Source: an optimization exercise on an open RTL-to-GDS flow (aim: small area). Production flows keep margins and buffers that such runs may drop.
Function was checked by simulation only, so behaviour that the tests miss may differ from the original.
Power figures rest on the tool's default switching activity, not on a simulated workload.

==> flow/design.v, too long to show whole: its modules and the start of the top module <==
// module cl_inv: 3 lines
// module cl_nand2: 3 lines
// module cl_nor2: 3 lines
// module cl_nand3: 3 lines
// module cl_or3: 3 lines
// module cl_xor2: 3 lines
// module cl_xnor2: 3 lines
// module cl_o22ai: 3 lines
// module cl_a22oi: 3 lines
// module cl_a222oi: 3 lines
// module cl_a22o: 3 lines
// module cl_a21oi: 3 lines
// module cl_o21ai: 3 lines
// module cl_a21boi: 3 lines
// module cl_a21o: 3 lines
// module cl_maj3: 3 lines
// module cl_and4bb: 3 lines
// module cl_ha: 4 lines
// module calc1_channel: 1008 lines
// module calc1: 53 lines
module calc1 (
  input  logic        c_clk,
  input  logic        reset,
  input  logic [3:0]  req1_cmd_in,
  input  logic [3:0]  req2_cmd_in,
  input  logic [3:0]  req3_cmd_in,
  input  logic [3:0]  req4_cmd_in,
  input  logic [31:0] req1_data_in,
  input  logic [31:0] req2_data_in,
  input  logic [31:0] req3_data_in,
  input  logic [31:0] req4_data_in,
  output logic [1:0]  out_resp1,
  output logic [1:0]  out_resp2,
  output logic [1:0]  out_resp3,
  output logic [1:0]  out_resp4,
  output logic [31:0] out_data1,
  output logic [31:0] out_data2,
  output logic [31:0] out_data3,
  output logic [31:0] out_data4
);
  // ...
==> flow/flow/run.sh <==
#!/bin/bash
# Standard ORFS layout with three changes:
#  - synthesis may not pick the larger drive strengths of the simple gates the datapath's
#    one-gate modules map to (placement and timing repair later still may),
#  - ports are buffered with buf_1 instead of the default buffer, and
#  - clock tree synthesis builds with clkbuf_8 and inserts no dummy loads.
# Each make run writes its full output to its own log here (and ORFS keeps per-step logs).
set -euo pipefail
PLAT=$FLOW_HOME/platforms/$FLOW_PLATFORM
LIB=$PLAT/lib/sky130_fd_sc_hd__tt_025C_1v80.lib
BASE=$(sed -n '/^export DONT_USE_CELLS/,/^#/p' $PLAT/config.mk | grep -o 'sky130_fd_sc_hd__[a-z0-9_]*' | tr '\n' ' ')
EXTRA=""
for c in inv maj3 a21boi a21oi a22oi a222oi a22o and4bb o22ai o21ai nand2 nand3 or3 nor2 xor2 xnor2 ha a21o; do
  for s in 2 4 8; do
    if grep -q "cell (\"sky130_fd_sc_hd__${c}_$s\")" $LIB; then EXTRA="$EXTRA sky130_fd_sc_hd__${c}_$s"; fi
  done
done
CTS="-sink_clustering_enable -repair_clock_nets -buf_list sky130_fd_sc_hd__clkbuf_8 -sink_clustering_size 30 -sink_clustering_max_diameter 100 -dont_use_dummy_load"
bash standard.sh "DONT_USE_CELLS=$BASE $EXTRA" synth > synth.log 2>&1
bash standard.sh "BUFFER_PORTS_ARGS=-buffer_cell sky130_fd_sc_hd__buf_1" "CTS_ARGS=$CTS" finish > layout.log 2>&1
==> flow/standard.sh <==
#!/bin/bash
# synth_recipe.tcl (not shown) runs the flow's synth.tcl, then flattens the netlist and writes it again
# the make line also repeats each setting of config.mk as NAME=value (left out here)
make -C /OpenROAD-flow-scripts/flow DESIGN_CONFIG=/design/flow/config.mk WORK_HOME=/design/flow/orfs CLKGATE_MAP_FILE= SYNTH_SCRIPT=/design/flow/synth_recipe.tcl "${@:-finish}"
==> flow/config.mk <==
export PLATFORM = sky130hd
export DESIGN_NAME = calc1
export DESIGN_NICKNAME = calc1
export VERILOG_FILES = /design/flow/design.v
export SDC_FILE = /design/flow/constraint.sdc
export NUM_CORES = 4
export LEC_CHECK = 0
export CAP_MARGIN = 20
export CORE_MARGIN = 2
export CORE_UTILIZATION = 65
export SLEW_MARGIN = 20
export SYNTH_HIERARCHICAL = 1
==> flow/constraint.sdc <==
create_clock -name core_clock -period 5.0 [get_ports {c_clk}]
set_input_delay 1.0000 -clock core_clock [delete_from_list [all_inputs] [get_ports {c_clk}]]
set_output_delay 1.0000 -clock core_clock [all_outputs]
set_load 0.01 [all_outputs]
==> run summary, run 1 <==
* Skew-Pair Late Insertion Delay at 470 ps
* Dpl cells at 2704
* Status: complete, no violations
* Total power at 15.7 mW
* FILL cells at 2148
* #MultiIn Comb at 1852
* Total GRT Usage at 0.433
* Peak VDD IR at 0.465 mV
* Met2 WL post-DR at 27500 µm
* CP endpoint: u_ch1.k_q[1]
* Crit path from: req1_data_in[0]
* Post-Synth XOR/XNOR Area at 0.180
* R2r endpoint: u_ch4.k_q[1]
* Yosys warns at 7
* CP bufs+invs at 1
* Most common cell in the synthesized netlist: o22ai_1
* IO buf count at 281
* Critical Path Max Stage Delay at 390 ps
* Rows at 59
* Commonest non-fill, non-tap cell in the layout: o22ai_1
* Clock-pin transition on the worst setup and hold timing paths at 70 ps
* Seq cells post-synth at 148
* Hold slack at 705 ps
* WL met3 at 8170 µm
* Startpoint types: input port
* Largest cells by area after synthesis: o22ai_1 17%, dfxtp_1 16%, xor2_1 14%, a222oi_1 7.6%, nand2_1 7.0%
* Crit Path Class: input port to flop
* GR Util met2 at 0.679
* Antenna diodes at 3
* Post-route non-filler standard cell count at 2724
* Largest family of logic cells by synthesized area: compound AO/OA/AOI/OAI gates
* Fin crit share at 0.937
* Layout cells sized above 1 at 0.0407
* Pre-CTS setup slack at -49.7 ps
* Simple-gate share of the synthesized area at 0.109
* Tapcells at 335
* Clock buf count at 17
* CP max-delay cell: maj3_1
* Reg2Reg Launch Point: u_ch4.k_q[0]
* Total CTS buffers at 17
* Distinct cells, synth at 35
* Setup ws final at 313 ps
* Instance count of the mapped netlist at 2168
* Vias in the first global route at 17.7k
==> run 2, diff against run 1 <==
--- a/flow/design.v
+++ b/flow/design.v
@@ -97,18 +97,18 @@
   logic              cout;
   logic              sel_n;
   logic              sel_r;
   logic              sel_sum;
   logic              g0;
   logic              g1;
   logic              out_n;
   logic              out_r;
-  logic [3:0]        sh;
-  logic [3:0]        shn;
+  logic [7:0]        sh;       
+  logic [7:0]        shn;
   logic is_shr;
   logic err;
   assign is_shr = cmd_i == CMD_SHR;
   always_comb begin
     k_cmd[2] = is_shr;
     k_cmd[1] = !(cmd_i == CMD_ADD || cmd_i == CMD_SUB);
     k_cmd[0] = !(cmd_i == CMD_ADD || cmd_i == CMD_SHL || cmd_i == CMD_SHR);
   end
@@ -119,18 +119,18 @@
   assign sub     = k_q[0];
   assign shift   = k_q[1];
   assign err     = cout ^ k_q[0];
   assign sel_n   = accept && !is_shr;
   assign sel_r   = accept && is_shr;
   assign sel_sum = op2 && !shift;
   logic st1_n;
   cl_inv u_st1_n (.A(st_q[1]), .Y(st1_n));
-  for (genvar l = 0; l < 4; l++) begin : g_sh
-    cl_nand2 u_shn (.A(data_i[l]), .B(st1_n), .Y(shn[l]));
+  for (genvar l = 0; l < 8; l++) begin : g_sh
+    cl_nand2 u_shn (.A(data_i[l / 2]), .B(st1_n), .Y(shn[l]));
     cl_inv   u_sh  (.A(shn[l]), .Y(sh[l]));
   end
   assign g0      = (op2 && shift && !data_i[4]) || exec;
   assign g1      = op2 && shift && data_i[4];
   always_comb begin
     k_res[2] = k_q[2];
     k_res[1] = shift ? k_q[0] : err;
     k_res[0] = shift || !err;
@@ -514,239 +514,239 @@
   cl_o22ai u_o22ai_187 (.A1(r_q[12]), .A2(sh[0]), .B1(r_q[11]), .B2(shn[0]), .Y(n_o22ai_187));
   logic n_o22ai_188;
   cl_o22ai u_o22ai_188 (.A1(r_q[13]), .A2(sh[0]), .B1(r_q[12]), .B2(shn[0]), .Y(n_o22ai_188));
   logic n_o22ai_189;
   cl_o22ai u_o22ai_189 (.A1(r_q[14]), .A2(sh[0]), .B1(r_q[13]), .B2(shn[0]), .Y(n_o22ai_189));
   logic n_o22ai_190;
   cl_o22ai u_o22ai_190 (.A1(r_q[15]), .A2(sh[0]), .B1(r_q[14]), .B2(shn[0]), .Y(n_o22ai_190));
   logic n_o22ai_191;
-  cl_o22ai u_o22ai_191 (.A1(r_q[16]), .A2(sh[0]), .B1(r_q[15]), .B2(shn[0]), .Y(n_o22ai_191));
+  cl_o22ai u_o22ai_191 (.A1(r_q[16]), .A2(sh[1]), .B1(r_q[15]), .B2(shn[1]), .Y(n_o22ai_191));
   logic n_o22ai_192;
-  cl_o22ai u_o22ai_192 (.A1(r_q[17]), .A2(sh[0]), .B1(r_q[16]), .B2(shn[0]), .Y(n_o22ai_192));
+  cl_o22ai u_o22ai_192 (.A1(r_q[17]), .A2(sh[1]), .B1(r_q[16]), .B2(shn[1]), .Y(n_o22ai_192));
   logic n_o22ai_193;
-  cl_o22ai u_o22ai_193 (.A1(r_q[18]), .A2(sh[0]), .B1(r_q[17]), .B2(shn[0]), .Y(n_o22ai_193));
+  cl_o22ai u_o22ai_193 (.A1(r_q[18]), .A2(sh[1]), .B1(r_q[17]), .B2(shn[1]), .Y(n_o22ai_193));
   logic n_o22ai_194;
-  cl_o22ai u_o22ai_194 (.A1(r_q[19]), .A2(sh[0]), .B1(r_q[18]), .B2(shn[0]), .Y(n_o22ai_194));
+  cl_o22ai u_o22ai_194 (.A1(r_q[19]), .A2(sh[1]), .B1(r_q[18]), .B2(shn[1]), .Y(n_o22ai_194));
   logic n_o22ai_195;
-  cl_o22ai u_o22ai_195 (.A1(r_q[20]), .A2(sh[0]), .B1(r_q[19]), .B2(shn[0]), .Y(n_o22ai_195));
+  cl_o22ai u_o22ai_195 (.A1(r_q[20]), .A2(sh[1]), .B1(r_q[19]), .B2(shn[1]), .Y(n_o22ai_195));
   logic n_o22ai_196;
-  cl_o22ai u_o22ai_196 (.A1(r_q[21]), .A2(sh[0]), .B1(r_q[20]), .B2(shn[0]), .Y(n_o22ai_196));
+  cl_o22ai u_o22ai_196 (.A1(r_q[21]), .A2(sh[1]), .B1(r_q[20]), .B2(shn[1]), .Y(n_o22ai_196));
   logic n_o22ai_197;
-  cl_o22ai u_o22ai_197 (.A1(r_q[22]), .A2(sh[0]), .B1(r_q[21]), .B2(shn[0]), .Y(n_o22ai_197));
+  cl_o22ai u_o22ai_197 (.A1(r_q[22]), .A2(sh[1]), .B1(r_q[21]), .B2(shn[1]), .Y(n_o22ai_197));
   logic n_o22ai_198;
-  cl_o22ai u_o22ai_198 (.A1(r_q[23]), .A2(sh[0]), .B1(r_q[22]), .B2(shn[0]), .Y(n_o22ai_198));
+  cl_o22ai u_o22ai_198 (.A1(r_q[23]), .A2(sh[1]), .B1(r_q[22]), .B2(shn[1]), .Y(n_o22ai_198));
   logic n_o22ai_199;
-  cl_o22ai u_o22ai_199 (.A1(r_q[24]), .A2(sh[0]), .B1(r_q[23]), .B2(shn[0]), .Y(n_o22ai_199));
+  cl_o22ai u_o22ai_199 (.A1(r_q[24]), .A2(sh[1]), .B1(r_q[23]), .B2(shn[1]), .Y(n_o22ai_199));
   logic n_o22ai_200;
-  cl_o22ai u_o22ai_200 (.A1(r_q[25]), .A2(sh[0]), .B1(r_q[24]), .B2(shn[0]), .Y(n_o22ai_200));
+  cl_o22ai u_o22ai_200 (.A1(r_q[25]), .A2(sh[1]), .B1(r_q[24]), .B2(shn[1]), .Y(n_o22ai_200));
   logic n_o22ai_201;
-  cl_o22ai u_o22ai_201 (.A1(r_q[26]), .A2(sh[0]), .B1(r_q[25]), .B2(shn[0]), .Y(n_o22ai_201));
+  cl_o22ai u_o22ai_201 (.A1(r_q[26]), .A2(sh[1]), .B1(r_q[25]), .B2(shn[1]), .Y(n_o22ai_201));
   logic n_o22ai_202;
-  cl_o22ai u_o22ai_202 (.A1(r_q[27]), .A2(sh[0]), .B1(r_q[26]), .B2(shn[0]), .Y(n_o22ai_202));
+  cl_o22ai u_o22ai_202 (.A1(r_q[27]), .A2(sh[1]), .B1(r_q[26]), .B2(shn[1]), .Y(n_o22ai_202));
   logic n_o22ai_203;
-  cl_o22ai u_o22ai_203 (.A1(r_q[28]), .A2(sh[0]), .B1(r_q[27]), .B2(shn[0]), .Y(n_o22ai_203));
+  cl_o22ai u_o22ai_203 (.A1(r_q[28]), .A2(sh[1]), .B1(r_q[27]), .B2(shn[1]), .Y(n_o22ai_203));
   logic n_o22ai_204;
-  cl_o22ai u_o22ai_204 (.A1(r_q[29]), .A2(sh[0]), .B1(r_q[28]), .B2(shn[0]), .Y(n_o22ai_204));
+  cl_o22ai u_o22ai_204 (.A1(r_q[29]), .A2(sh[1]), .B1(r_q[28]), .B2(shn[1]), .Y(n_o22ai_204));
   logic n_o22ai_205;
-  cl_o22ai u_o22ai_205 (.A1(r_q[30]), .A2(sh[0]), .B1(r_q[29]), .B2(shn[0]), .Y(n_o22ai_205));
+  cl_o22ai u_o22ai_205 (.A1(r_q[30]), .A2(sh[1]), .B1(r_q[29]), .B2(shn[1]), .Y(n_o22ai_205));
   logic n_o22ai_206;
-  cl_o22ai u_o22ai_206 (.A1(r_q[31]), .A2(sh[0]), .B1(r_q[30]), .B2(shn[0]), .Y(n_o22ai_206));
+  cl_o22ai u_o22ai_206 (.A1(r_q[31]), .A2(sh[1]), .B1(r_q[30]), .B2(shn[1]), .Y(n_o22ai_206));
   logic n_nor2_207;
-  cl_nor2 u_nor2_207 (.A(n_nand2_175), .B(sh[1]), .Y(n_nor2_207));
+  cl_nor2 u_nor2_207 (.A(n_nand2_175), .B(sh[2]), .Y(n_nor2_207));
   logic n_nor2_208;
-  cl_nor2 u_nor2_208 (.A(n_o22ai_176), .B(sh[1]), .Y(n_nor2_208));
+  cl_nor2 u_nor2_208 (.A(n_o22ai_176), .B(sh[2]), .Y(n_nor2_208));
   logic n_o22ai_209;
-  cl_o22ai u_o22ai_209 (.A1(n_o22ai_177), .A2(sh[1]), .B1(n_nand2_175), .B2(shn[1]), .Y(n_o22ai_209));
+  cl_o22ai u_o22ai_209 (.A1(n_o22ai_177), .A2(sh[2]), .B1(n_nand2_175), .B2(shn[2]), .Y(n_o22ai_209));
   logic n_o22ai_210;
-  cl_o22ai u_o22ai_210 (.A1(n_o22ai_178), .A2(sh[1]), .B1(n_o22ai_176), .B2(shn[1]), .Y(n_o22ai_210));
+  cl_o22ai u_o22ai_210 (.A1(n_o22ai_178), .A2(sh[2]), .B1(n_o22ai_176), .B2(shn[2]), .Y(n_o22ai_210));
   logic n_o22ai_211;
-  cl_o22ai u_o22ai_211 (.A1(n_o22ai_179), .A2(sh[1]), .B1(n_o22ai_177), .B2(shn[1]), .Y(n_o22ai_211));
+  cl_o22ai u_o22ai_211 (.A1(n_o22ai_179), .A2(sh[2]), .B1(n_o22ai_177), .B2(shn[2]), .Y(n_o22ai_211));
   logic n_o22ai_212;
-  cl_o22ai u_o22ai_212 (.A1(n_o22ai_180), .A2(sh[1]), .B1(n_o22ai_178), .B2(shn[1]), .Y(n_o22ai_212));
+  cl_o22ai u_o22ai_212 (.A1(n_o22ai_180), .A2(sh[2]), .B1(n_o22ai_178), .B2(shn[2]), .Y(n_o22ai_212));
   logic n_o22ai_213;
-  cl_o22ai u_o22ai_213 (.A1(n_o22ai_181), .A2(sh[1]), .B1(n_o22ai_179), .B2(shn[1]), .Y(n_o22ai_213));
+  cl_o22ai u_o22ai_213 (.A1(n_o22ai_181), .A2(sh[2]), .B1(n_o22ai_179), .B2(shn[2]), .Y(n_o22ai_213));
   logic n_o22ai_214;
-  cl_o22ai u_o22ai_214 (.A1(n_o22ai_182), .A2(sh[1]), .B1(n_o22ai_180), .B2(shn[1]), .Y(n_o22ai_214));
+  cl_o22ai u_o22ai_214 (.A1(n_o22ai_182), .A2(sh[2]), .B1(n_o22ai_180), .B2(shn[2]), .Y(n_o22ai_214));
   logic n_o22ai_215;
-  cl_o22ai u_o22ai_215 (.A1(n_o22ai_183), .A2(sh[1]), .B1(n_o22ai_181), .B2(shn[1]), .Y(n_o22ai_215));
+  cl_o22ai u_o22ai_215 (.A1(n_o22ai_183), .A2(sh[2]), .B1(n_o22ai_181), .B2(shn[2]), .Y(n_o22ai_215));
   logic n_o22ai_216;
-  cl_o22ai u_o22ai_216 (.A1(n_o22ai_184), .A2(sh[1]), .B1(n_o22ai_182), .B2(shn[1]), .Y(n_o22ai_216));
+  cl_o22ai u_o22ai_216 (.A1(n_o22ai_184), .A2(sh[2]), .B1(n_o22ai_182), .B2(shn[2]), .Y(n_o22ai_216));
   logic n_o22ai_217;
-  cl_o22ai u_o22ai_217 (.A1(n_o22ai_185), .A2(sh[1]), .B1(n_o22ai_183), .B2(shn[1]), .Y(n_o22ai_217));
+  cl_o22ai u_o22ai_217 (.A1(n_o22ai_185), .A2(sh[2]), .B1(n_o22ai_183), .B2(shn[2]), .Y(n_o22ai_217));
   logic n_o22ai_218;
-  cl_o22ai u_o22ai_218 (.A1(n_o22ai_186), .A2(sh[1]), .B1(n_o22ai_184), .B2(shn[1]), .Y(n_o22ai_218));
+  cl_o22ai u_o22ai_218 (.A1(n_o22ai_186), .A2(sh[2]), .B1(n_o22ai_184), .B2(shn[2]), .Y(n_o22ai_218));
   logic n_o22ai_219;
-  cl_o22ai u_o22ai_219 (.A1(n_o22ai_187), .A2(sh[1]), .B1(n_o22ai_185), .B2(shn[1]), .Y(n_o22ai_219));
+  cl_o22ai u_o22ai_219 (.A1(n_o22ai_187), .A2(sh[2]), .B1(n_o22ai_185), .B2(shn[2]), .Y(n_o22ai_219));
   logic n_o22ai_220;
-  cl_o22ai u_o22ai_220 (.A1(n_o22ai_188), .A2(sh[1]), .B1(n_o22ai_186), .B2(shn[1]), .Y(n_o22ai_220));
+  cl_o22ai u_o22ai_220 (.A1(n_o22ai_188), .A2(sh[2]), .B1(n_o22ai_186), .B2(shn[2]), .Y(n_o22ai_220));
   logic n_o22ai_221;
-  cl_o22ai u_o22ai_221 (.A1(n_o22ai_189), .A2(sh[1]), .B1(n_o22ai_187), .B2(shn[1]), .Y(n_o22ai_221));
+  cl_o22ai u_o22ai_221 (.A1(n_o22ai_189), .A2(sh[2]), .B1(n_o22ai_187), .B2(shn[2]), .Y(n_o22ai_221));
   logic n_o22ai_222;
-  cl_o22ai u_o22ai_222 (.A1(n_o22ai_190), .A2(sh[1]), .B1(n_o22ai_188), .B2(shn[1]), .Y(n_o22ai_222));
+  cl_o22ai u_o22ai_222 (.A1(n_o22ai_190), .A2(sh[2]), .B1(n_o22ai_188), .B2(shn[2]), .Y(n_o22ai_222));
   logic n_o22ai_223;
-  cl_o22ai u_o22ai_223 (.A1(n_o22ai_191), .A2(sh[1]), .B1(n_o22ai_189), .B2(shn[1]), .Y(n_o22ai_223));
+  cl_o22ai u_o22ai_223 (.A1(n_o22ai_191), .A2(sh[3]), .B1(n_o22ai_189), .B2(shn[3]), .Y(n_o22ai_223));
   logic n_o22ai_224;
-  cl_o22ai u_o22ai_224 (.A1(n_o22ai_192), .A2(sh[1]), .B1(n_o22ai_190), .B2(shn[1]), .Y(n_o22ai_224));
+  cl_o22ai u_o22ai_224 (.A1(n_o22ai_192), .A2(sh[3]), .B1(n_o22ai_190), .B2(shn[3]), .Y(n_o22ai_224));
   logic n_o22ai_225;
-  cl_o22ai u_o22ai_225 (.A1(n_o22ai_193), .A2(sh[1]), .B1(n_o22ai_191), .B2(shn[1]), .Y(n_o22ai_225));
+  cl_o22ai u_o22ai_225 (.A1(n_o22ai_193), .A2(sh[3]), .B1(n_o22ai_191), .B2(shn[3]), .Y(n_o22ai_225));
   logic n_o22ai_226;
-  cl_o22ai u_o22ai_226 (.A1(n_o22ai_194), .A2(sh[1]), .B1(n_o22ai_192), .B2(shn[1]), .Y(n_o22ai_226));
+  cl_o22ai u_o22ai_226 (.A1(n_o22ai_194), .A2(sh[3]), .B1(n_o22ai_192), .B2(shn[3]), .Y(n_o22ai_226));
   logic n_o22ai_227;
-  cl_o22ai u_o22ai_227 (.A1(n_o22ai_195), .A2(sh[1]), .B1(n_o22ai_193), .B2(shn[1]), .Y(n_o22ai_227));
+  cl_o22ai u_o22ai_227 (.A1(n_o22ai_195), .A2(sh[3]), .B1(n_o22ai_193), .B2(shn[3]), .Y(n_o22ai_227));
   logic n_o22ai_228;
-  cl_o22ai u_o22ai_228 (.A1(n_o22ai_196), .A2(sh[1]), .B1(n_o22ai_194), .B2(shn[1]), .Y(n_o22ai_228));
+  cl_o22ai u_o22ai_228 (.A1(n_o22ai_196), .A2(sh[3]), .B1(n_o22ai_194), .B2(shn[3]), .Y(n_o22ai_228));
   logic n_o22ai_229;
-  cl_o22ai u_o22ai_229 (.A1(n_o22ai_197), .A2(sh[1]), .B1(n_o22ai_195), .B2(shn[1]), .Y(n_o22ai_229));
+  cl_o22ai u_o22ai_229 (.A1(n_o22ai_197), .A2(sh[3]), .B1(n_o22ai_195), .B2(shn[3]), .Y(n_o22ai_229));
   logic n_o22ai_230;
-  cl_o22ai u_o22ai_230 (.A1(n_o22ai_198), .A2(sh[1]), .B1(n_o22ai_196), .B2(shn[1]), .Y(n_o22ai_230));
+  cl_o22ai u_o22ai_230 (.A1(n_o22ai_198), .A2(sh[3]), .B1(n_o22ai_196), .B2(shn[3]), .Y(n_o22ai_230));
   logic n_o22ai_231;
-  cl_o22ai u_o22ai_231 (.A1(n_o22ai_199), .A2(sh[1]), .B1(n_o22ai_197), .B2(shn[1]), .Y(n_o22ai_231));
+  cl_o22ai u_o22ai_231 (.A1(n_o22ai_199), .A2(sh[3]), .B1(n_o22ai_197), .B2(shn[3]), .Y(n_o22ai_231));
   logic n_o22ai_232;
-  cl_o22ai u_o22ai_232 (.A1(n_o22ai_200), .A2(sh[1]), .B1(n_o22ai_198), .B2(shn[1]), .Y(n_o22ai_232));
+  cl_o22ai u_o22ai_232 (.A1(n_o22ai_200), .A2(sh[3]), .B1(n_o22ai_198), .B2(shn[3]), .Y(n_o22ai_232));
   logic n_o22ai_233;
-  cl_o22ai u_o22ai_233 (.A1(n_o22ai_201), .A2(sh[1]), .B1(n_o22ai_199), .B2(shn[1]), .Y(n_o22ai_233));
+  cl_o22ai u_o22ai_233 (.A1(n_o22ai_201), .A2(sh[3]), .B1(n_o22ai_199), .B2(shn[3]), .Y(n_o22ai_233));
   logic n_o22ai_234;
-  cl_o22ai u_o22ai_234 (.A1(n_o22ai_202), .A2(sh[1]), .B1(n_o22ai_200), .B2(shn[1]), .Y(n_o22ai_234));
+  cl_o22ai u_o22ai_234 (.A1(n_o22ai_202), .A2(sh[3]), .B1(n_o22ai_200), .B2(shn[3]), .Y(n_o22ai_234));
   logic n_o22ai_235;
-  cl_o22ai u_o22ai_235 (.A1(n_o22ai_203), .A2(sh[1]), .B1(n_o22ai_201), .B2(shn[1]), .Y(n_o22ai_235));
+  cl_o22ai u_o22ai_235 (.A1(n_o22ai_203), .A2(sh[3]), .B1(n_o22ai_201), .B2(shn[3]), .Y(n_o22ai_235));
   logic n_o22ai_236;
-  cl_o22ai u_o22ai_236 (.A1(n_o22ai_204), .A2(sh[1]), .B1(n_o22ai_202), .B2(shn[1]), .Y(n_o22ai_236));
+  cl_o22ai u_o22ai_236 (.A1(n_o22ai_204), .A2(sh[3]), .B1(n_o22ai_202), .B2(shn[3]), .Y(n_o22ai_236));
   logic n_o22ai_237;
-  cl_o22ai u_o22ai_237 (.A1(n_o22ai_205), .A2(sh[1]), .B1(n_o22ai_203), .B2(shn[1]), .Y(n_o22ai_237));
+  cl_o22ai u_o22ai_237 (.A1(n_o22ai_205), .A2(sh[3]), .B1(n_o22ai_203), .B2(shn[3]), .Y(n_o22ai_237));
   logic n_o22ai_238;
-  cl_o22ai u_o22ai_238 (.A1(n_o22ai_206), .A2(sh[1]), .B1(n_o22ai_204), .B2(shn[1]), .Y(n_o22ai_238));
+  cl_o22ai u_o22ai_238 (.A1(n_o22ai_206), .A2(sh[3]), .B1(n_o22ai_204), .B2(shn[3]), .Y(n_o22ai_238));
   logic n_nand2_239;
-  cl_nand2 u_nand2_239 (.A(n_nor2_207), .B(shn[2]), .Y(n_nand2_239));
+  cl_nand2 u_nand2_239 (.A(n_nor2_207), .B(shn[4]), .Y(n_nand2_239));
   logic n_nand2_240;
-  cl_nand2 u_nand2_240 (.A(n_nor2_208), .B(shn[2]), .Y(n_nand2_240));
+  cl_nand2 u_nand2_240 (.A(n_nor2_208), .B(shn[4]), .Y(n_nand2_240));
   logic n_nand2_241;
-  cl_nand2 u_nand2_241 (.A(n_o22ai_209), .B(shn[2]), .Y(n_nand2_241));
+  cl_nand2 u_nand2_241 (.A(n_o22ai_209), .B(shn[4]), .Y(n_nand2_241));
   logic n_nand2_242;
-  cl_nand2 u_nand2_242 (.A(n_o22ai_210), .B(shn[2]), .Y(n_nand2_242));
+  cl_nand2 u_nand2_242 (.A(n_o22ai_210), .B(shn[4]), .Y(n_nand2_242));
   logic n_o22ai_243;
-  cl_o22ai u_o22ai_243 (.A1(n_o22ai_211), .A2(sh[2]), .B1(n_nor2_207), .B2(shn[2]), .Y(n_o22ai_243));
+  cl_o22ai u_o22ai_243 (.A1(n_o22ai_211), .A2(sh[4]), .B1(n_nor2_207), .B2(shn[4]), .Y(n_o22ai_243));
   logic n_o22ai_244;
-  cl_o22ai u_o22ai_244 (.A1(n_o22ai_212), .A2(sh[2]), .B1(n_nor2_208), .B2(shn[2]), .Y(n_o22ai_244));
+  cl_o22ai u_o22ai_244 (.A1(n_o22ai_212), .A2(sh[4]), .B1(n_nor2_208), .B2(shn[4]), .Y(n_o22ai_244));
   logic n_o22ai_245;
-  cl_o22ai u_o22ai_245 (.A1(n_o22ai_213), .A2(sh[2]), .B1(n_o22ai_209), .B2(shn[2]), .Y(n_o22ai_245));
+  cl_o22ai u_o22ai_245 (.A1(n_o22ai_213), .A2(sh[4]), .B1(n_o22ai_209), .B2(shn[4]), .Y(n_o22ai_245));
   logic n_o22ai_246;
-  cl_o22ai u_o22ai_246 (.A1(n_o22ai_214), .A2(sh[2]), .B1(n_o22ai_210), .B2(shn[2]), .Y(n_o22ai_246));
+  cl_o22ai u_o22ai_246 (.A1(n_o22ai_214), .A2(sh[4]), .B1(n_o22ai_210), .B2(shn[4]), .Y(n_o22ai_246));
   logic n_o22ai_247;
-  cl_o22ai u_o22ai_247 (.A1(n_o22ai_215), .A2(sh[2]), .B1(n_o22ai_211), .B2(shn[2]), .Y(n_o22ai_247));
+  cl_o22ai u_o22ai_247 (.A1(n_o22ai_215), .A2(sh[4]), .B1(n_o22ai_211), .B2(shn[4]), .Y(n_o22ai_247));
   logic n_o22ai_248;
-  cl_o22ai u_o22ai_248 (.A1(n_o22ai_216), .A2(sh[2]), .B1(n_o22ai_212), .B2(shn[2]), .Y(n_o22ai_248));
+  cl_o22ai u_o22ai_248 (.A1(n_o22ai_216), .A2(sh[4]), .B1(n_o22ai_212), .B2(shn[4]), .Y(n_o22ai_248));
   logic n_o22ai_249;
-  cl_o22ai u_o22ai_249 (.A1(n_o22ai_217), .A2(sh[2]), .B1(n_o22ai_213), .B2(shn[2]), .Y(n_o22ai_249));
+  cl_o22ai u_o22ai_249 (.A1(n_o22ai_217), .A2(sh[4]), .B1(n_o22ai_213), .B2(shn[4]), .Y(n_o22ai_249));
   logic n_o22ai_250;
-  cl_o22ai u_o22ai_250 (.A1(n_o22ai_218), .A2(sh[2]), .B1(n_o22ai_214), .B2(shn[2]), .Y(n_o22ai_250));
+  cl_o22ai u_o22ai_250 (.A1(n_o22ai_218), .A2(sh[4]), .B1(n_o22ai_214), .B2(shn[4]), .Y(n_o22ai_250));
   logic n_o22ai_251;
-  cl_o22ai u_o22ai_251 (.A1(n_o22ai_219), .A2(sh[2]), .B1(n_o22ai_215), .B2(shn[2]), .Y(n_o22ai_251));
+  cl_o22ai u_o22ai_251 (.A1(n_o22ai_219), .A2(sh[4]), .B1(n_o22ai_215), .B2(shn[4]), .Y(n_o22ai_251));
   logic n_o22ai_252;
-  cl_o22ai u_o22ai_252 (.A1(n_o22ai_220), .A2(sh[2]), .B1(n_o22ai_216), .B2(shn[2]), .Y(n_o22ai_252));
+  cl_o22ai u_o22ai_252 (.A1(n_o22ai_220), .A2(sh[4]), .B1(n_o22ai_216), .B2(shn[4]), .Y(n_o22ai_252));
   logic n_o22ai_253;
-  cl_o22ai u_o22ai_253 (.A1(n_o22ai_221), .A2(sh[2]), .B1(n_o22ai_217), .B2(shn[2]), .Y(n_o22ai_253));
+  cl_o22ai u_o22ai_253 (.A1(n_o22ai_221), .A2(sh[4]), .B1(n_o22ai_217), .B2(shn[4]), .Y(n_o22ai_253));
   logic n_o22ai_254;
-  cl_o22ai u_o22ai_254 (.A1(n_o22ai_222), .A2(sh[2]), .B1(n_o22ai_218), .B2(shn[2]), .Y(n_o22ai_254));
+  cl_o22ai u_o22ai_254 (.A1(n_o22ai_222), .A2(sh[4]), .B1(n_o22ai_218), .B2(shn[4]), .Y(n_o22ai_254));
   logic n_o22ai_255;
-  cl_o22ai u_o22ai_255 (.A1(n_o22ai_223), .A2(sh[2]), .B1(n_o22ai_219), .B2(shn[2]), .Y(n_o22ai_255));
+  cl_o22ai u_o22ai_255 (.A1(n_o22ai_223), .A2(sh[5]), .B1(n_o22ai_219), .B2(shn[5]), .Y(n_o22ai_255));
   logic n_o22ai_256;
-  cl_o22ai u_o22ai_256 (.A1(n_o22ai_224), .A2(sh[2]), .B1(n_o22ai_220), .B2(shn[2]), .Y(n_o22ai_256));
+  cl_o22ai u_o22ai_256 (.A1(n_o22ai_224), .A2(sh[5]), .B1(n_o22ai_220), .B2(shn[5]), .Y(n_o22ai_256));
   logic n_o22ai_257;
-  cl_o22ai u_o22ai_257 (.A1(n_o22ai_225), .A2(sh[2]), .B1(n_o22ai_221), .B2(shn[2]), .Y(n_o22ai_257));
+  cl_o22ai u_o22ai_257 (.A1(n_o22ai_225), .A2(sh[5]), .B1(n_o22ai_221), .B2(shn[5]), .Y(n_o22ai_257));
   logic n_o22ai_258;
-  cl_o22ai u_o22ai_258 (.A1(n_o22ai_226), .A2(sh[2]), .B1(n_o22ai_222), .B2(shn[2]), .Y(n_o22ai_258));
+  cl_o22ai u_o22ai_258 (.A1(n_o22ai_226), .A2(sh[5]), .B1(n_o22ai_222), .B2(shn[5]), .Y(n_o22ai_258));
   logic n_o22ai_259;
-  cl_o22ai u_o22ai_259 (.A1(n_o22ai_227), .A2(sh[2]), .B1(n_o22ai_223), .B2(shn[2]), .Y(n_o22ai_259));
+  cl_o22ai u_o22ai_259 (.A1(n_o22ai_227), .A2(sh[5]), .B1(n_o22ai_223), .B2(shn[5]), .Y(n_o22ai_259));
   logic n_o22ai_260;
-  cl_o22ai u_o22ai_260 (.A1(n_o22ai_228), .A2(sh[2]), .B1(n_o22ai_224), .B2(shn[2]), .Y(n_o22ai_260));
+  cl_o22ai u_o22ai_260 (.A1(n_o22ai_228), .A2(sh[5]), .B1(n_o22ai_224), .B2(shn[5]), .Y(n_o22ai_260));
   logic n_o22ai_261;
-  cl_o22ai u_o22ai_261 (.A1(n_o22ai_229), .A2(sh[2]), .B1(n_o22ai_225), .B2(shn[2]), .Y(n_o22ai_261));
+  cl_o22ai u_o22ai_261 (.A1(n_o22ai_229), .A2(sh[5]), .B1(n_o22ai_225), .B2(shn[5]), .Y(n_o22ai_261));
   logic n_o22ai_262;
-  cl_o22ai u_o22ai_262 (.A1(n_o22ai_230), .A2(sh[2]), .B1(n_o22ai_226), .B2(shn[2]), .Y(n_o22ai_262));
+  cl_o22ai u_o22ai_262 (.A1(n_o22ai_230), .A2(sh[5]), .B1(n_o22ai_226), .B2(shn[5]), .Y(n_o22ai_262));
   logic n_o22ai_263;
-  cl_o22ai u_o22ai_263 (.A1(n_o22ai_231), .A2(sh[2]), .B1(n_o22ai_227), .B2(shn[2]), .Y(n_o22ai_263));
+  cl_o22ai u_o22ai_263 (.A1(n_o22ai_231), .A2(sh[5]), .B1(n_o22ai_227), .B2(shn[5]), .Y(n_o22ai_263));
   logic n_o22ai_264;
-  cl_o22ai u_o22ai_264 (.A1(n_o22ai_232), .A2(sh[2]), .B1(n_o22ai_228), .B2(shn[2]), .Y(n_o22ai_264));
+  cl_o22ai u_o22ai_264 (.A1(n_o22ai_232), .A2(sh[5]), .B1(n_o22ai_228), .B2(shn[5]), .Y(n_o22ai_264));
   logic n_o22ai_265;
-  cl_o22ai u_o22ai_265 (.A1(n_o22ai_233), .A2(sh[2]), .B1(n_o22ai_229), .B2(shn[2]), .Y(n_o22ai_265));
+  cl_o22ai u_o22ai_265 (.A1(n_o22ai_233), .A2(sh[5]), .B1(n_o22ai_229), .B2(shn[5]), .Y(n_o22ai_265));
   logic n_o22ai_266;
-  cl_o22ai u_o22ai_266 (.A1(n_o22ai_234), .A2(sh[2]), .B1(n_o22ai_230), .B2(shn[2]), .Y(n_o22ai_266));
+  cl_o22ai u_o22ai_266 (.A1(n_o22ai_234), .A2(sh[5]), .B1(n_o22ai_230), .B2(shn[5]), .Y(n_o22ai_266));
   logic n_o22ai_267;
-  cl_o22ai u_o22ai_267 (.A1(n_o22ai_235), .A2(sh[2]), .B1(n_o22ai_231), .B2(shn[2]), .Y(n_o22ai_267));
+  cl_o22ai u_o22ai_267 (.A1(n_o22ai_235), .A2(sh[5]), .B1(n_o22ai_231), .B2(shn[5]), .Y(n_o22ai_267));
   logic n_o22ai_268;
-  cl_o22ai u_o22ai_268 (.A1(n_o22ai_236), .A2(sh[2]), .B1(n_o22ai_232), .B2(shn[2]), .Y(n_o22ai_268));
+  cl_o22ai u_o22ai_268 (.A1(n_o22ai_236), .A2(sh[5]), .B1(n_o22ai_232), .B2(shn[5]), .Y(n_o22ai_268));
   logic n_o22ai_269;
-  cl_o22ai u_o22ai_269 (.A1(n_o22ai_237), .A2(sh[2]), .B1(n_o22ai_233), .B2(shn[2]), .Y(n_o22ai_269));
+  cl_o22ai u_o22ai_269 (.A1(n_o22ai_237), .A2(sh[5]), .B1(n_o22ai_233), .B2(shn[5]), .Y(n_o22ai_269));
   logic n_o22ai_270;
-  cl_o22ai u_o22ai_270 (.A1(n_o22ai_238), .A2(sh[2]), .B1(n_o22ai_234), .B2(shn[2]), .Y(n_o22ai_270));
+  cl_o22ai u_o22ai_270 (.A1(n_o22ai_238), .A2(sh[5]), .B1(n_o22ai_234), .B2(shn[5]), .Y(n_o22ai_270));
   logic n_nor2_271;
-  cl_nor2 u_nor2_271 (.A(n_nand2_239), .B(sh[3]), .Y(n_nor2_271));
+  cl_nor2 u_nor2_271 (.A(n_nand2_239), .B(sh[6]), .Y(n_nor2_271));
   logic n_nor2_272;
-  cl_nor2 u_nor2_272 (.A(n_nand2_240), .B(sh[3]), .Y(n_nor2_272));
+  cl_nor2 u_nor2_272 (.A(n_nand2_240), .B(sh[6]), .Y(n_nor2_272));
   logic n_nor2_273;
-  cl_nor2 u_nor2_273 (.A(n_nand2_241), .B(sh[3]), .Y(n_nor2_273));
+  cl_nor2 u_nor2_273 (.A(n_nand2_241), .B(sh[6]), .Y(n_nor2_273));
   logic n_nor2_274;
-  cl_nor2 u_nor2_274 (.A(n_nand2_242), .B(sh[3]), .Y(n_nor2_274));
+  cl_nor2 u_nor2_274 (.A(n_nand2_242), .B(sh[6]), .Y(n_nor2_274));
   logic n_nor2_275;
-  cl_nor2 u_nor2_275 (.A(n_o22ai_243), .B(sh[3]), .Y(n_nor2_275));
+  cl_nor2 u_nor2_275 (.A(n_o22ai_243), .B(sh[6]), .Y(n_nor2_275));
   logic n_nor2_276;
-  cl_nor2 u_nor2_276 (.A(n_o22ai_244), .B(sh[3]), .Y(n_nor2_276));
+  cl_nor2 u_nor2_276 (.A(n_o22ai_244), .B(sh[6]), .Y(n_nor2_276));
   logic n_nor2_277;
-  cl_nor2 u_nor2_277 (.A(n_o22ai_245), .B(sh[3]), .Y(n_nor2_277));
+  cl_nor2 u_nor2_277 (.A(n_o22ai_245), .B(sh[6]), .Y(n_nor2_277));
   logic n_nor2_278;
-  cl_nor2 u_nor2_278 (.A(n_o22ai_246), .B(sh[3]), .Y(n_nor2_278));
+  cl_nor2 u_nor2_278 (.A(n_o22ai_246), .B(sh[6]), .Y(n_nor2_278));
   logic n_o22ai_279;
-  cl_o22ai u_o22ai_279 (.A1(n_o22ai_247), .A2(sh[3]), .B1(n_nand2_239), .B2(shn[3]), .Y(n_o22ai_279));
+  cl_o22ai u_o22ai_279 (.A1(n_o22ai_247), .A2(sh[6]), .B1(n_nand2_239), .B2(shn[6]), .Y(n_o22ai_279));
   logic n_o22ai_280;
-  cl_o22ai u_o22ai_280 (.A1(n_o22ai_248), .A2(sh[3]), .B1(n_nand2_240), .B2(shn[3]), .Y(n_o22ai_280));
+  cl_o22ai u_o22ai_280 (.A1(n_o22ai_248), .A2(sh[6]), .B1(n_nand2_240), .B2(shn[6]), .Y(n_o22ai_280));
   logic n_o22ai_281;
-  cl_o22ai u_o22ai_281 (.A1(n_o22ai_249), .A2(sh[3]), .B1(n_nand2_241), .B2(shn[3]), .Y(n_o22ai_281));
+  cl_o22ai u_o22ai_281 (.A1(n_o22ai_249), .A2(sh[6]), .B1(n_nand2_241), .B2(shn[6]), .Y(n_o22ai_281));
   logic n_o22ai_282;
-  cl_o22ai u_o22ai_282 (.A1(n_o22ai_250), .A2(sh[3]), .B1(n_nand2_242), .B2(shn[3]), .Y(n_o22ai_282));
+  cl_o22ai u_o22ai_282 (.A1(n_o22ai_250), .A2(sh[6]), .B1(n_nand2_242), .B2(shn[6]), .Y(n_o22ai_282));
   logic n_o22ai_283;
-  cl_o22ai u_o22ai_283 (.A1(n_o22ai_251), .A2(sh[3]), .B1(n_o22ai_243), .B2(shn[3]), .Y(n_o22ai_283));
+  cl_o22ai u_o22ai_283 (.A1(n_o22ai_251), .A2(sh[6]), .B1(n_o22ai_243), .B2(shn[6]), .Y(n_o22ai_283));
   logic n_o22ai_284;
-  cl_o22ai u_o22ai_284 (.A1(n_o22ai_252), .A2(sh[3]), .B1(n_o22ai_244), .B2(shn[3]), .Y(n_o22ai_284));
+  cl_o22ai u_o22ai_284 (.A1(n_o22ai_252), .A2(sh[6]), .B1(n_o22ai_244), .B2(shn[6]), .Y(n_o22ai_284));
   logic n_o22ai_285;
-  cl_o22ai u_o22ai_285 (.A1(n_o22ai_253), .A2(sh[3]), .B1(n_o22ai_245), .B2(shn[3]), .Y(n_o22ai_285));
+  cl_o22ai u_o22ai_285 (.A1(n_o22ai_253), .A2(sh[6]), .B1(n_o22ai_245), .B2(shn[6]), .Y(n_o22ai_285));
   logic n_o22ai_286;
-  cl_o22ai u_o22ai_286 (.A1(n_o22ai_254), .A2(sh[3]), .B1(n_o22ai_246), .B2(shn[3]), .Y(n_o22ai_286));
+  cl_o22ai u_o22ai_286 (.A1(n_o22ai_254), .A2(sh[6]), .B1(n_o22ai_246), .B2(shn[6]), .Y(n_o22ai_286));
   logic n_o22ai_287;
-  cl_o22ai u_o22ai_287 (.A1(n_o22ai_255), .A2(sh[3]), .B1(n_o22ai_247), .B2(shn[3]), .Y(n_o22ai_287));
+  cl_o22ai u_o22ai_287 (.A1(n_o22ai_255), .A2(sh[7]), .B1(n_o22ai_247), .B2(shn[7]), .Y(n_o22ai_287));
   logic n_o22ai_288;
-  cl_o22ai u_o22ai_288 (.A1(n_o22ai_256), .A2(sh[3]), .B1(n_o22ai_248), .B2(shn[3]), .Y(n_o22ai_288));
+  cl_o22ai u_o22ai_288 (.A1(n_o22ai_256), .A2(sh[7]), .B1(n_o22ai_248), .B2(shn[7]), .Y(n_o22ai_288));
   logic n_o22ai_289;
-  cl_o22ai u_o22ai_289 (.A1(n_o22ai_257), .A2(sh[3]), .B1(n_o22ai_249), .B2(shn[3]), .Y(n_o22ai_289));
+  cl_o22ai u_o22ai_289 (.A1(n_o22ai_257), .A2(sh[7]), .B1(n_o22ai_249), .B2(shn[7]), .Y(n_o22ai_289));
   logic n_o22ai_290;
-  cl_o22ai u_o22ai_290 (.A1(n_o22ai_258), .A2(sh[3]), .B1(n_o22ai_250), .B2(shn[3]), .Y(n_o22ai_290));
+  cl_o22ai u_o22ai_290 (.A1(n_o22ai_258), .A2(sh[7]), .B1(n_o22ai_250), .B2(shn[7]), .Y(n_o22ai_290));
   logic n_o22ai_291;
-  cl_o22ai u_o22ai_291 (.A1(n_o22ai_259), .A2(sh[3]), .B1(n_o22ai_251), .B2(shn[3]), .Y(n_o22ai_291));
+  cl_o22ai u_o22ai_291 (.A1(n_o22ai_259), .A2(sh[7]), .B1(n_o22ai_251), .B2(shn[7]), .Y(n_o22ai_291));
   logic n_o22ai_292;
-  cl_o22ai u_o22ai_292 (.A1(n_o22ai_260), .A2(sh[3]), .B1(n_o22ai_252), .B2(shn[3]), .Y(n_o22ai_292));
+  cl_o22ai u_o22ai_292 (.A1(n_o22ai_260), .A2(sh[7]), .B1(n_o22ai_252), .B2(shn[7]), .Y(n_o22ai_292));
   logic n_o22ai_293;
-  cl_o22ai u_o22ai_293 (.A1(n_o22ai_261), .A2(sh[3]), .B1(n_o22ai_253), .B2(shn[3]), .Y(n_o22ai_293));
+  cl_o22ai u_o22ai_293 (.A1(n_o22ai_261), .A2(sh[7]), .B1(n_o22ai_253), .B2(shn[7]), .Y(n_o22ai_293));
   logic n_o22ai_294;
-  cl_o22ai u_o22ai_294 (.A1(n_o22ai_262), .A2(sh[3]), .B1(n_o22ai_254), .B2(shn[3]), .Y(n_o22ai_294));
+  cl_o22ai u_o22ai_294 (.A1(n_o22ai_262), .A2(sh[7]), .B1(n_o22ai_254), .B2(shn[7]), .Y(n_o22ai_294));
   logic n_o22ai_295;
-  cl_o22ai u_o22ai_295 (.A1(n_o22ai_263), .A2(sh[3]), .B1(n_o22ai_255), .B2(shn[3]), .Y(n_o22ai_295));
+  cl_o22ai u_o22ai_295 (.A1(n_o22ai_263), .A2(sh[7]), .B1(n_o22ai_255), .B2(shn[7]), .Y(n_o22ai_295));
   logic n_o22ai_296;
-  cl_o22ai u_o22ai_296 (.A1(n_o22ai_264), .A2(sh[3]), .B1(n_o22ai_256), .B2(shn[3]), .Y(n_o22ai_296));
+  cl_o22ai u_o22ai_296 (.A1(n_o22ai_264), .A2(sh[7]), .B1(n_o22ai_256), .B2(shn[7]), .Y(n_o22ai_296));
   logic n_o22ai_297;
-  cl_o22ai u_o22ai_297 (.A1(n_o22ai_265), .A2(sh[3]), .B1(n_o22ai_257), .B2(shn[3]), .Y(n_o22ai_297));
+  cl_o22ai u_o22ai_297 (.A1(n_o22ai_265), .A2(sh[7]), .B1(n_o22ai_257), .B2(shn[7]), .Y(n_o22ai_297));
   logic n_o22ai_298;
-  cl_o22ai u_o22ai_298 (.A1(n_o22ai_266), .A2(sh[3]), .B1(n_o22ai_258), .B2(shn[3]), .Y(n_o22ai_298));
+  cl_o22ai u_o22ai_298 (.A1(n_o22ai_266), .A2(sh[7]), .B1(n_o22ai_258), .B2(shn[7]), .Y(n_o22ai_298));
   logic n_o22ai_299;
-  cl_o22ai u_o22ai_299 (.A1(n_o22ai_267), .A2(sh[3]), .B1(n_o22ai_259), .B2(shn[3]), .Y(n_o22ai_299));
+  cl_o22ai u_o22ai_299 (.A1(n_o22ai_267), .A2(sh[7]), .B1(n_o22ai_259), .B2(shn[7]), .Y(n_o22ai_299));
   logic n_o22ai_300;
-  cl_o22ai u_o22ai_300 (.A1(n_o22ai_268), .A2(sh[3]), .B1(n_o22ai_260), .B2(shn[3]), .Y(n_o22ai_300));
+  cl_o22ai u_o22ai_300 (.A1(n_o22ai_268), .A2(sh[7]), .B1(n_o22ai_260), .B2(shn[7]), .Y(n_o22ai_300));
   logic n_o22ai_301;
-  cl_o22ai u_o22ai_301 (.A1(n_o22ai_269), .A2(sh[3]), .B1(n_o22ai_261), .B2(shn[3]), .Y(n_o22ai_301));
+  cl_o22ai u_o22ai_301 (.A1(n_o22ai_269), .A2(sh[7]), .B1(n_o22ai_261), .B2(shn[7]), .Y(n_o22ai_301));
   logic n_o22ai_302;
-  cl_o22ai u_o22ai_302 (.A1(n_o22ai_270), .A2(sh[3]), .B1(n_o22ai_262), .B2(shn[3]), .Y(n_o22ai_302));
+  cl_o22ai u_o22ai_302 (.A1(n_o22ai_270), .A2(sh[7]), .B1(n_o22ai_262), .B2(shn[7]), .Y(n_o22ai_302));
   logic n_a222oi_303;
   cl_a222oi u_a222oi_303 (.A1(n_nor2_271), .A2(g0), .B1(n_xor2_33), .B2(sel_sum), .C1(data_i[0]), .C2(sel_n), .Y(n_a222oi_303));
   logic n_nand2_304;
   cl_nand2 u_nand2_304 (.A(data_i[31]), .B(sel_r), .Y(n_nand2_304));
   logic n_nand2_305;
   cl_nand2 u_nand2_305 (.A(n_nand2_304), .B(n_a222oi_303), .Y(n_nand2_305));
   assign r_d[0] = n_nand2_305;
   logic n_a222oi_306;
==> run 2 against run 1 <==
  * Non-clock buffer count decreased by 25
  * Synthesized cell count rose by 1.5%
  * Flip-flop and latch count stayed put
  * Die area grew 0.69%
  * Routed wire length down 3.9%
  * Synthesized area increased by 0.71%
  * Critical path depth is the same
  * Largest cell class unchanged
  * Worst setup slack better by 32 ps
==> run summary, run 2 <==
* Maximum fanout along the worst path at 5
* Most frequent cells in the layout: 452 x o22ai_1, 332 x nand2_1, 281 x buf_1, 276 x xor2_1, 136 x dfxtp_1
* Clk_skew at 47.1 ps
* Fin crit share at 0.931 (-0.00645)
* Clk root buf: clkbuf_8
* GP Congestion at 1.09
* Skew-Pair Late Insertion Delay at 480 ps (about the same)
* R2r endpoint: u_ch3.k_q[1]
* Pre-CTS setup slack at 0.925 ps (+50.6 ps)
* Commonest cells in the netlist: 452 x o22ai_1, 332 x nand2_1, 276 x xor2_1
* Setup Viol. Count Final at 0
* Largest cells by area after synthesis: o22ai_1 17%, dfxtp_1 16%, xor2_1 14%, a222oi_1 7.5%, nand2_1 7.3%
* DRC at 0
* Synth Area per Inst at 7.75 µm²
* Lkg Pwr at 6.83 nW
* Worst r2r path cells at 18
* Vias in the first global route at 17.8k (+0.76%)
* Via count at 20.0k
* Hold crit path type: flop to flop
* Yosys warns at 7 (unchanged)
* Startpoint types: input port
* Peak VDD IR at 0.611 mV (+31%)
* Commonest non-fill, non-tap cell in the layout: o22ai_1
* DRT Pass-1 Iters at 17
* Post-synth top area cell: o22ai_1
* Drt total wl at 59900 µm
* Delay-heaviest family, CP: compound AO/OA/AOI/OAI gates
* FILL cells at 2273 (+5.8%)
* Reg2Reg Launch Point: u_ch3.k_q[0]
* Power per Cell Area at 860 nW/µm²
* Mapped Nets at 2406
* WHS Path Cells at 3
* Max-slew headroom at 0.469
* Post-synth top area share at 0.166
* Async set-or-reset flop fraction in the synthesized netlist at 0
* Main synth FF type: dfxtp_1
* GRT overflow at 0
* Distinct cells, synth at 35 (unchanged)
* CTS Hold Bufs at 0
* Critical Path Max Stage Delay at 380 ps (about the same)
* Total GRT Usage at 0.405 (-0.0276)
* Rows at 59 (unchanged)
* Status: complete, no violations
* Endpoint type of the worst setup path: flop
* Area of the multi-input gates at 12900 µm²
* Setup Fix Bufs, Post-CTS at 0
* CP endpoint: u_ch3.k_q[1]
* Fmax at 215 MHz
* Starting Density at 0.658
* Antenna violations before repair at 5
* Clock sink count at 148
* Seq cells post-synth at 148 (unchanged)
* IO buf count at 281 (unchanged)
* Post-CTS sizing at 0
* First-pass GRT wire length at 92900 µm
* Final Max Tran Viols at 0
* Max clock buf depth at 2
* Post-synth EDFFs at 12
* DP HPWL at 43800 µm
* Seq/Total Area, Yosys at 0.181
* TNS Setup at 0 ps
* Instance count of the mapped netlist at 2200 (+1.5%)
* Initial DRC Count at 3583
* Worst endpoint required time at 5190 ps
* Final Hold Viols at 0
* Width of the chip at 166 µm
* # IOs at 282
* RSZ-0062 raised after global routing: no
* Core area at 25900 µm²
* Flip-flop and latch area at 3080 µm²
* R2R setup slack at 530 ps
* Slew @ Worst Pin at 796 ps
* CTS HTree Levels at 4
* Via-to-Cell Ratio at 7.34
* CTS tree: yes
* Layout cells sized above 1 at 0.0301 (-0.0106)
* Post-synthesis cell area at 17000 µm²
* Setup ws final at 345 ps (+32.3 ps)
* Chip height at 166 µm
* CP Depth at 19
* P&R area growth vs syn at 6.03%
* Crit Path Class: input port to flop
* Clock-pin transition on the worst setup and hold timing paths at 70 ps (about the same)
* Finished Core Util at 0.698
* CP max-delay cell: a21oi_1
* Post-route ant nets at 0
* Crit path from: req3_data_in[1]
* Most common cell in the synthesized netlist: o22ai_1
* Tmin final at 4650 ps
* Max Cap Viol at 0
* Largest net degree at the start of global routing at 34
* Fin nets at 2601
* CP bufs+invs at 1 (unchanged)
* Die area at 27500 µm²
* DR WL/cell at 21.9 µm
* Total CTS buffers at 17 (unchanged)
* Cells along the critical path: buf_1 -> xor2_1 -> ha_1 -> a21oi_1 -> o21ai_1 -> a21o_1 -> a21o_1 -> a21o_1 -> a21o_1 -> a21o_1 -> a21boi_1 -> o21ai_1 -> a21oi_1 -> o21ai_1 -> a21oi_1 -> o21ai_1 -> nor2b_1 -> xnor2_1 -> o21ai_1
* Critical Path AT at 4840 ps
==> run 2: worst min path at each step <==
stage	startpoint	slack [ps]	end
after global placement	u_ch4.r_q[0]	690	u_ch4.r_q[0]
after CTS	u_ch1.r_q[0]	730	u_ch1.r_q[0]
after floorplan	u_ch1.r_q[0]	610	u_ch1.r_q[0]
final	u_ch1.r_q[0]	750	u_ch1.r_q[0]
after detailed placement	u_ch1.r_q[0]	720	u_ch1.r_q[0]
after global routing	req4_data_in[19]	750	u_ch4.r_q[12]
==> run 2: power breakdown <==
part	total [mW]	switching, mW	internal [mW]
clock network	0.744	0.443	0.301
registers	3.14	1.25	1.89
logic	11.7	7.20	4.45
==> run 2: layout make-up <==
class                           count  area share
Timing Repair Buffer              308      0.0703
Clock buffer                       17      0.0129
Tap cell                          335      0.0232
Antenna cell                        4    0.000554
Sequential cell                   148       0.171
Multi-Input combinational cell   1868       0.712
Inverter                           52      0.0108
==> run 2: per-module statistics from Yosys, one instance, submodules excluded, a selection <==
module / copies in the design / cells inside / flops+latches / cell area, µm²
cl_nand2: 324 / 1 / 0 / 3.75
cl_xnor2: 60 / 1 / 0 / 8.76
calc1_channel: 4 / 102 / 37 / 1250
cl_inv: 36 / 1 / 0 / 3.75
cl_o22ai: 452 / 1 / 0 / 6.26
cl_a21oi: 68 / 1 / 0 / 5.00
==> run 2: kinds of logic after synthesis <==
group	count (synthesis)	synth area share
simple gates	456	0.112
compound gates	996	0.410
fa+ha+maj	64	0.0464
buf+inv	184	0.0690
mux	4	0.00235
flops	148	0.181
xor+xnor	348	0.179
==> run 2: per-stage QoR <==
stage | hold slack, ps | cell area [µm²] | instances | power [mW]
2_1_floorplan | 610 | 17000 | 2200 | 11.4
4_1_cts | 725 | 18100 | 2728 | 15.0
5_1_grt | 747 | 18100 | 2731 | 16.5
3_3_place_gp | 691 | 17800 | 2711 | 13.9
6_report | 752 | 18100 | 2732 | 15.5
3_5_place_dp | 717 | 17800 | 2711 | 14.2
==> run 2: layer usage <==
layer	track usage	up-vias	share of wire	wire (µm)
met2	0.640	1517	0.44	26600
met1	0.539	9224	0.38	23000
li1	-	9070	-	-
met3	0.0806	231	0.13	7670
met4	0.172	2	0.043	2600
met5	0	-	0.00022	13
==> run 2: worst reg2reg max path, delay by kind of cell, from the launching register on <==
family / cells / cell delay [ps]
DFF: 1 / 500
AOI/OAI and AO/OA: 14 / 2810
and+or+nand+nor: 1 / 170
xor gates and xnor gates: 2 / 360
adders and majority gates: 1 / 390

## afterwards: timing with drivers on the ports
The flow's constraints put no driver on any port. The routed layouts listed below were extracted and timed again, unchanged, in two steps.
Step 1 assumes that a clkbuf_16 drives the clock port and a buf_2 every other input.
Step 2 times the ports against the registers' clock, not the clock port: input delays grow and output delays shrink by t, the midpoint of the rising clock arrivals with the driver on.
Slacks: no drivers / after step 1 / after step 2; pairs: no drivers / after step 1.
| run | t (ns) | setup slack, ns | pins driven straight from the clock port |
|---|---|---|---|
| run 1 | 0.499 | 0.313 / 0.327 / -0.173 | 1 |
| run 2 | 0.504 | 0.345 / 0.364 / -0.140 | 1 |
With both steps, setup timing fails in run 1 and run 2, where it was met with ideal ports. The setup slack of run 1, which loses most, moves by +0.014 ns with the drivers and by -0.486 ns with both steps.
